This design comes from an exercise in tuning for small area and a short achievable clock period on the open sky130 flow, not from production work.
At most, simulation tests tie the RTL to the original design; equivalence was not proved.
Power is estimated from default activity; no workload was simulated.

## rev 12
==> flow/design.v <==
module dda_move_engine #(
  parameter int          NUM_AXES     = 2,
  parameter int          BUFFER_DEPTH = 4,
  parameter int          DUR_WIDTH    = 64,
  parameter int          ACC_WIDTH    = 64,
  parameter int          DIV_WIDTH    = 24,
  parameter logic [63:0] THRESHOLD    = 64'h7fffffffffffff9b,
  parameter int          STEP_HOLD    = 8
) (
  input  logic                            clk,
  input  logic                            resetn,
  input  logic [DIV_WIDTH-1:0]            clock_divisor,
  input  logic                            wr_valid,
  output logic                            wr_ready,
  input  logic [DUR_WIDTH-1:0]            wr_duration,
  input  logic [NUM_AXES-1:0]             wr_dir,
  input  logic [NUM_AXES*ACC_WIDTH-1:0]   wr_increment,
  input  logic [NUM_AXES*ACC_WIDTH-1:0]   wr_incinc,
  input  logic                            abort,
  output logic [NUM_AXES-1:0]             step,
  output logic [NUM_AXES-1:0]             dir,
  output logic                            busy,
  output logic                            move_done,
  output logic [$clog2(BUFFER_DEPTH):0]   buffer_count
);
  localparam int PTR_W  = $clog2(BUFFER_DEPTH);
  localparam int CNT_W  = PTR_W + 1;
  localparam int HOLD_W = $clog2(STEP_HOLD + 1);
  localparam logic [ACC_WIDTH-1:0] THR  = THRESHOLD[ACC_WIDTH-1:0];
  localparam logic [ACC_WIDTH-1:0] NTHR = -THR;
  logic                          s_load, s_run, tick;
  logic [DUR_WIDTH-1:0]          mem_dur    [BUFFER_DEPTH];
  logic [NUM_AXES-1:0]           mem_dir    [BUFFER_DEPTH];
  logic [NUM_AXES*ACC_WIDTH-1:0] mem_inc    [BUFFER_DEPTH];
  logic [NUM_AXES*ACC_WIDTH-1:0] mem_incinc [BUFFER_DEPTH];
  logic [PTR_W-1:0]              rd_ptr, wr_ptr;
  logic [DUR_WIDTH-1:0]          tickdown;
  logic [NUM_AXES-1:0]           cur_dir;
  logic [NUM_AXES*ACC_WIDTH-1:0] cur_incinc;
  logic [ACC_WIDTH-1:0]          u       [NUM_AXES];
  logic [DIV_WIDTH-1:0]          div_r, rem;
  logic [ACC_WIDTH-1:0]          acc     [NUM_AXES];
  logic [ACC_WIDTH-1:0]          acc_sum [NUM_AXES];
  logic                          acc_ok;
  logic [ACC_WIDTH-1:0]          acc_eff [NUM_AXES];
  logic [HOLD_W-1:0]             hcnt    [NUM_AXES];
  logic [NUM_AXES-1:0]           pend, fire;
  logic                          push, pop, last, dur_zero;
  logic [BUFFER_DEPTH-1:0]       rd_oh;
  logic [DUR_WIDTH-1:0]          rd_dur;
  logic [NUM_AXES-1:0]           rd_dir;
  logic [NUM_AXES*ACC_WIDTH-1:0] rd_inc, rd_incinc;
  always_comb begin
    rd_dur = '0; rd_dir = '0; rd_inc = '0; rd_incinc = '0;
    for (int i = 0; i < BUFFER_DEPTH; i++) begin
      rd_dur    = rd_dur    | (mem_dur[i]    & {DUR_WIDTH{rd_oh[i]}});
      rd_dir    = rd_dir    | (mem_dir[i]    & {NUM_AXES{rd_oh[i]}});
      rd_inc    = rd_inc    | (mem_inc[i]    & {(NUM_AXES*ACC_WIDTH){rd_oh[i]}});
      rd_incinc = rd_incinc | (mem_incinc[i] & {(NUM_AXES*ACC_WIDTH){rd_oh[i]}});
    end
  end
  logic [DIV_WIDTH-1:0]          cd;
  logic                          cd_one;
  assign wr_ready = !buffer_count[CNT_W-1] && !abort;
  assign push     = wr_valid && wr_ready;
  assign pop      = !s_load && !s_run && (buffer_count != '0);
  assign busy     = s_load || s_run;
  assign last     = (tickdown == DUR_WIDTH'(1));
  assign dur_zero = (tickdown == '0);
  assign cd_one   = (clock_divisor[DIV_WIDTH-1:1] == '0);
  assign cd       = {clock_divisor[DIV_WIDTH-1:1], clock_divisor[0] | cd_one};
  always_comb begin
    for (int a = 0; a < NUM_AXES; a++) begin
      acc_eff[a] = acc[a] & {ACC_WIDTH{acc_ok}};
      acc_sum[a] = acc_eff[a] + u[a];
      fire[a]    = tick && !acc_sum[a][ACC_WIDTH-1] && (acc_sum[a] != '0);
    end
  end
  always_ff @(posedge clk) begin
    if (push) begin
      mem_dur[wr_ptr]    <= wr_duration;
      mem_dir[wr_ptr]    <= wr_dir;
      mem_inc[wr_ptr]    <= wr_increment;
      mem_incinc[wr_ptr] <= wr_incinc;
    end
  end
  always_ff @(posedge clk) begin
    if (pop) begin
      tickdown   <= rd_dur;
      cur_dir    <= rd_dir;
      cur_incinc <= rd_incinc;
      for (int a = 0; a < NUM_AXES; a++) u[a] <= rd_inc[a*ACC_WIDTH +: ACC_WIDTH];
    end else if (tick) begin
      for (int a = 0; a < NUM_AXES; a++)
        acc[a] <= fire[a] ? acc_sum[a] + NTHR : acc_sum[a];
      tickdown <= tickdown - 1'b1;
      for (int a = 0; a < NUM_AXES; a++) u[a] <= u[a] + cur_incinc[a*ACC_WIDTH +: ACC_WIDTH];
    end
    if (s_load) begin
      div_r <= cd;
      rem   <= cd;
    end else if (tick) begin
      rem   <= div_r;
    end else begin
      rem   <= rem - 1'b1;
    end
  end
  always_ff @(posedge clk or negedge resetn) begin
    if (!resetn) begin
      s_load       <= 1'b0;
      s_run        <= 1'b0;
      tick         <= 1'b0;
      rd_ptr       <= '0;
      rd_oh        <= BUFFER_DEPTH'(1);
      wr_ptr       <= '0;
      buffer_count <= '0;
      move_done    <= 1'b0;
      dir          <= '0;
      step         <= '0;
      pend         <= '0;
      acc_ok       <= 1'b0;
      for (int a = 0; a < NUM_AXES; a++) begin
        hcnt[a] <= '0;
      end
    end else if (abort) begin
      s_load       <= 1'b0;
      s_run        <= 1'b0;
      tick         <= 1'b0;
      rd_ptr       <= '0;
      rd_oh        <= BUFFER_DEPTH'(1);
      wr_ptr       <= '0;
      buffer_count <= '0;
      move_done    <= 1'b0;
      step         <= '0;
      pend         <= '0;
      acc_ok       <= 1'b0;
      for (int a = 0; a < NUM_AXES; a++) begin
        hcnt[a] <= '0;
      end
    end else begin
      move_done <= 1'b0;
      if (push) wr_ptr <= wr_ptr + 1'b1;
      if (pop)  rd_ptr <= rd_ptr + 1'b1;
      if (pop)  rd_oh  <= {rd_oh[BUFFER_DEPTH-2:0], rd_oh[BUFFER_DEPTH-1]};
      if (push && !pop)      buffer_count <= buffer_count + 1'b1;
      else if (pop && !push) buffer_count <= buffer_count - 1'b1;
      for (int a = 0; a < NUM_AXES; a++) begin
        if (fire[a]) begin
          if (step[a] || pend[a]) begin
            step[a] <= 1'b0;
            pend[a] <= 1'b1;
          end else begin
            step[a] <= 1'b1;
            hcnt[a] <= HOLD_W'(STEP_HOLD);
          end
        end else if (pend[a]) begin
          pend[a] <= 1'b0;
          step[a] <= 1'b1;
          hcnt[a] <= HOLD_W'(STEP_HOLD);
        end else if (step[a]) begin
          if (hcnt[a] == HOLD_W'(1)) step[a] <= 1'b0;
          hcnt[a] <= hcnt[a] - 1'b1;
        end
      end
      if (pop) s_load <= 1'b1;
      if (s_load) begin
        s_load <= 1'b0;
        dir    <= cur_dir;
        if (dur_zero) begin
          move_done <= 1'b1;
        end else begin
          s_run <= 1'b1;
          tick  <= cd_one;
        end
      end
      if (s_run) begin
        if (tick) begin
          acc_ok <= 1'b1;
          if (last) begin
            move_done <= 1'b1;
            s_run     <= 1'b0;
            tick      <= 1'b0;
          end else begin
            tick      <= (div_r == DIV_WIDTH'(1));
          end
        end else begin
          tick <= (rem == DIV_WIDTH'(2));
        end
      end
    end
  end
endmodule
Settings: LEC_CHECK=0, CAP_MARGIN=20, CORE_MARGIN=2, CORE_UTILIZATION=40, SLEW_MARGIN=20; clock period 10.0 ns.
standard.sh (not shown) runs the stock make flow with config.mk's settings and CLKGATE_MAP_FILE= SYNTH_SCRIPT=/design/flow/synth_recipe.tcl, a recipe that flattens the netlist after the stock synthesis.
==> flow/flow/run.sh <==
#!/bin/bash
# Standard layout (the standard.sh) with a tighter setup-repair target,
# smaller port buffers and a clock tree without dummy loads.
export SETUP_SLACK_MARGIN=5.6
export BUFFER_PORTS_ARGS="-buffer_cell sky130_fd_sc_hd__buf_1"
export CTS_ARGS="-sink_clustering_enable -repair_clock_nets -dont_use_dummy_load"
bash standard.sh > standard.log 2>&1
Both conditions hold for rev 12: the flow ran to the end and the final layout passed the timing, design-rule and antenna checks.
Input changes introduced in rev 13 (baseline for comparison: rev 12):
--- a/flow/design.v
+++ b/flow/design.v
@@ -37,15 +37,20 @@
   logic [DUR_WIDTH-1:0]          tickdown;
   logic [NUM_AXES-1:0]           cur_dir;
   logic [NUM_AXES*ACC_WIDTH-1:0] cur_incinc;
   logic [ACC_WIDTH-1:0]          u       [NUM_AXES];
   logic [DIV_WIDTH-1:0]          div_r, rem;
   logic [ACC_WIDTH-1:0]          acc     [NUM_AXES];
+  logic [NUM_AXES-1:0]           owe;
+  logic                          acc_ok;
+  logic [ACC_WIDTH-1:0]          acc_owe [NUM_AXES];
+  logic [ACC_WIDTH-1:0]          csa_x   [NUM_AXES];
+  logic [ACC_WIDTH-1:0]          csa_y   [NUM_AXES];
   logic [ACC_WIDTH-1:0]          acc_sum [NUM_AXES];
-  logic                          acc_ok;
-  logic [ACC_WIDTH-1:0]          acc_eff [NUM_AXES];
+  logic [ACC_WIDTH-1:0]          pg_g, pg_p;
+  logic [NUM_AXES-1:0]           sum_zero;
   logic [HOLD_W-1:0]             hcnt    [NUM_AXES];
   logic [NUM_AXES-1:0]           pend, fire;
   logic                          push, pop, last, dur_zero;
   logic [BUFFER_DEPTH-1:0]       rd_oh;
   logic [DUR_WIDTH-1:0]          rd_dur;
   logic [NUM_AXES-1:0]           rd_dir;
@@ -68,15 +73,30 @@
   assign last     = (tickdown == DUR_WIDTH'(1));
   assign dur_zero = (tickdown == '0);
   assign cd_one   = (clock_divisor[DIV_WIDTH-1:1] == '0);
   assign cd       = {clock_divisor[DIV_WIDTH-1:1], clock_divisor[0] | cd_one};
   always_comb begin
     for (int a = 0; a < NUM_AXES; a++) begin
-      acc_eff[a] = acc[a] & {ACC_WIDTH{acc_ok}};
-      acc_sum[a] = acc_eff[a] + u[a];
-      fire[a]    = tick && !acc_sum[a][ACC_WIDTH-1] && (acc_sum[a] != '0);
+      acc_owe[a] = NTHR & {ACC_WIDTH{owe[a]}};
+      csa_x[a]   = acc[a] ^ u[a] ^ acc_owe[a];
+      csa_y[a]   = {(acc[a][ACC_WIDTH-2:0] & u[a][ACC_WIDTH-2:0]) |
+                    (acc[a][ACC_WIDTH-2:0] & acc_owe[a][ACC_WIDTH-2:0]) |
+                    (u[a][ACC_WIDTH-2:0] & acc_owe[a][ACC_WIDTH-2:0]), 1'b0};
+      pg_g = csa_x[a] & csa_y[a];
+      pg_p = csa_x[a] ^ csa_y[a];
+      for (int l = 0; (1 << l) < ACC_WIDTH; l++) begin
+        for (int i = 0; i < ACC_WIDTH; i++) begin
+          if ((i >> l) & 1) begin
+            pg_g[i] = pg_g[i] | (pg_p[i] & pg_g[((i >> l) << l) - 1]);
+            pg_p[i] = pg_p[i] & pg_p[((i >> l) << l) - 1];
+          end
+        end
+      end
+      acc_sum[a] = (csa_x[a] ^ csa_y[a]) ^ {pg_g[ACC_WIDTH-2:0], 1'b0};
+      sum_zero[a] = ((csa_x[a] ^ csa_y[a]) == {(csa_x[a][ACC_WIDTH-2:0] | csa_y[a][ACC_WIDTH-2:0]), 1'b0});
+      fire[a]    = tick && !acc_sum[a][ACC_WIDTH-1] && !sum_zero[a];
     end
   end
   always_ff @(posedge clk) begin
     if (push) begin
       mem_dur[wr_ptr]    <= wr_duration;
       mem_dir[wr_ptr]    <= wr_dir;
@@ -89,15 +109,21 @@
       tickdown   <= rd_dur;
       cur_dir    <= rd_dir;
       cur_incinc <= rd_incinc;
       for (int a = 0; a < NUM_AXES; a++) u[a] <= rd_inc[a*ACC_WIDTH +: ACC_WIDTH];
     end else if (tick) begin
       for (int a = 0; a < NUM_AXES; a++)
-        acc[a] <= fire[a] ? acc_sum[a] + NTHR : acc_sum[a];
+        acc[a] <= acc_sum[a];
+      owe <= fire;
       tickdown <= tickdown - 1'b1;
       for (int a = 0; a < NUM_AXES; a++) u[a] <= u[a] + cur_incinc[a*ACC_WIDTH +: ACC_WIDTH];
+    end
+    if (s_load && !acc_ok) begin
+      for (int a = 0; a < NUM_AXES; a++)
+        acc[a] <= '0;
+      owe <= '0;
     end
     if (s_load) begin
       div_r <= cd;
       rem   <= cd;
     end else if (tick) begin
       rem   <= div_r;
@@ -162,23 +188,23 @@
           hcnt[a] <= hcnt[a] - 1'b1;
         end
       end
       if (pop) s_load <= 1'b1;
       if (s_load) begin
         s_load <= 1'b0;
+        acc_ok <= 1'b1;
         dir    <= cur_dir;
         if (dur_zero) begin
           move_done <= 1'b1;
         end else begin
           s_run <= 1'b1;
           tick  <= cd_one;
         end
       end
       if (s_run) begin
         if (tick) begin
-          acc_ok <= 1'b1;
           if (last) begin
             move_done <= 1'b1;
             s_run     <= 1'b0;
             tick      <= 1'b0;
           end else begin
             tick      <= (div_r == DIV_WIDTH'(1));
Rev 13 completed every stage of the flow, and the final layout passed the timing, design-rule and antenna checks.
Against rev 12, rev 13 reports a design area that is lower.
Rev 12 → rev 13: via count of the first global-routing pass went down 3691; post-synthesis area per instance went up 0.77%.
Rev 12 → rev 13: power shrank by about 2%; area enclosed by the die boundary shrank by about 1.7%; instance area after placement shrank by about 1.6%; post-synthesis cell count shrank by 2.5%.
Between rev 13 and rev 12, the non-clock inverter count in the final layout is lower for rev 12.
Rev 12 was routed with more vias than rev 13.
Delta (rev 13 minus rev 12): average wire per cell in the routed design lower, leakage component of the power down about 2.5%.
Comparing rev 13 and rev 12, number of buffers outside the clock class in the layout is lower on rev 13.
Between rev 13 and rev 12, the async set-or-reset flop fraction in the synthesized netlist figures differ only marginally.
The RTL of rev 12 was laid out without a check of its function.

[separate check: timing with driven ports]
In the flow no input, the clock included, has a driving cell. The finished layouts below were timed again as built, in two steps.
Step 1 sets driving cells, clkbuf_16 on the clock port and buf_2 on the other inputs (assumed; they add their load-dependent delay and slew).
Step 2 times the ports against the registers' clock, not the clock port: input delays grow and output delays shrink by t, the midpoint of the rising clock arrivals with the driver on.
Slacks: ideal / step 1 / step 2; pairs: ideal / step 1.
| run | t, ns | slack for setup (ns) | worst register clock-pin slew, ns | worst slew at a driven data input, ns | pins driven straight from the clock port |
|---|---|---|---|---|---|
| rev 12 | 0.896 | 4.844 / 4.844 / 4.844 | 0.06 / 0.06 | 0.23 | 1 |
| rev 13 | 0.892 | 5.589 / 5.545 / 5.128 | 0.06 / 0.06 | 0.27 | 1 |
After both steps every run listed still meets setup and hold. The setup slack of rev 13, which loses most, moves by -0.044 ns with the drivers and by -0.461 ns with both steps.
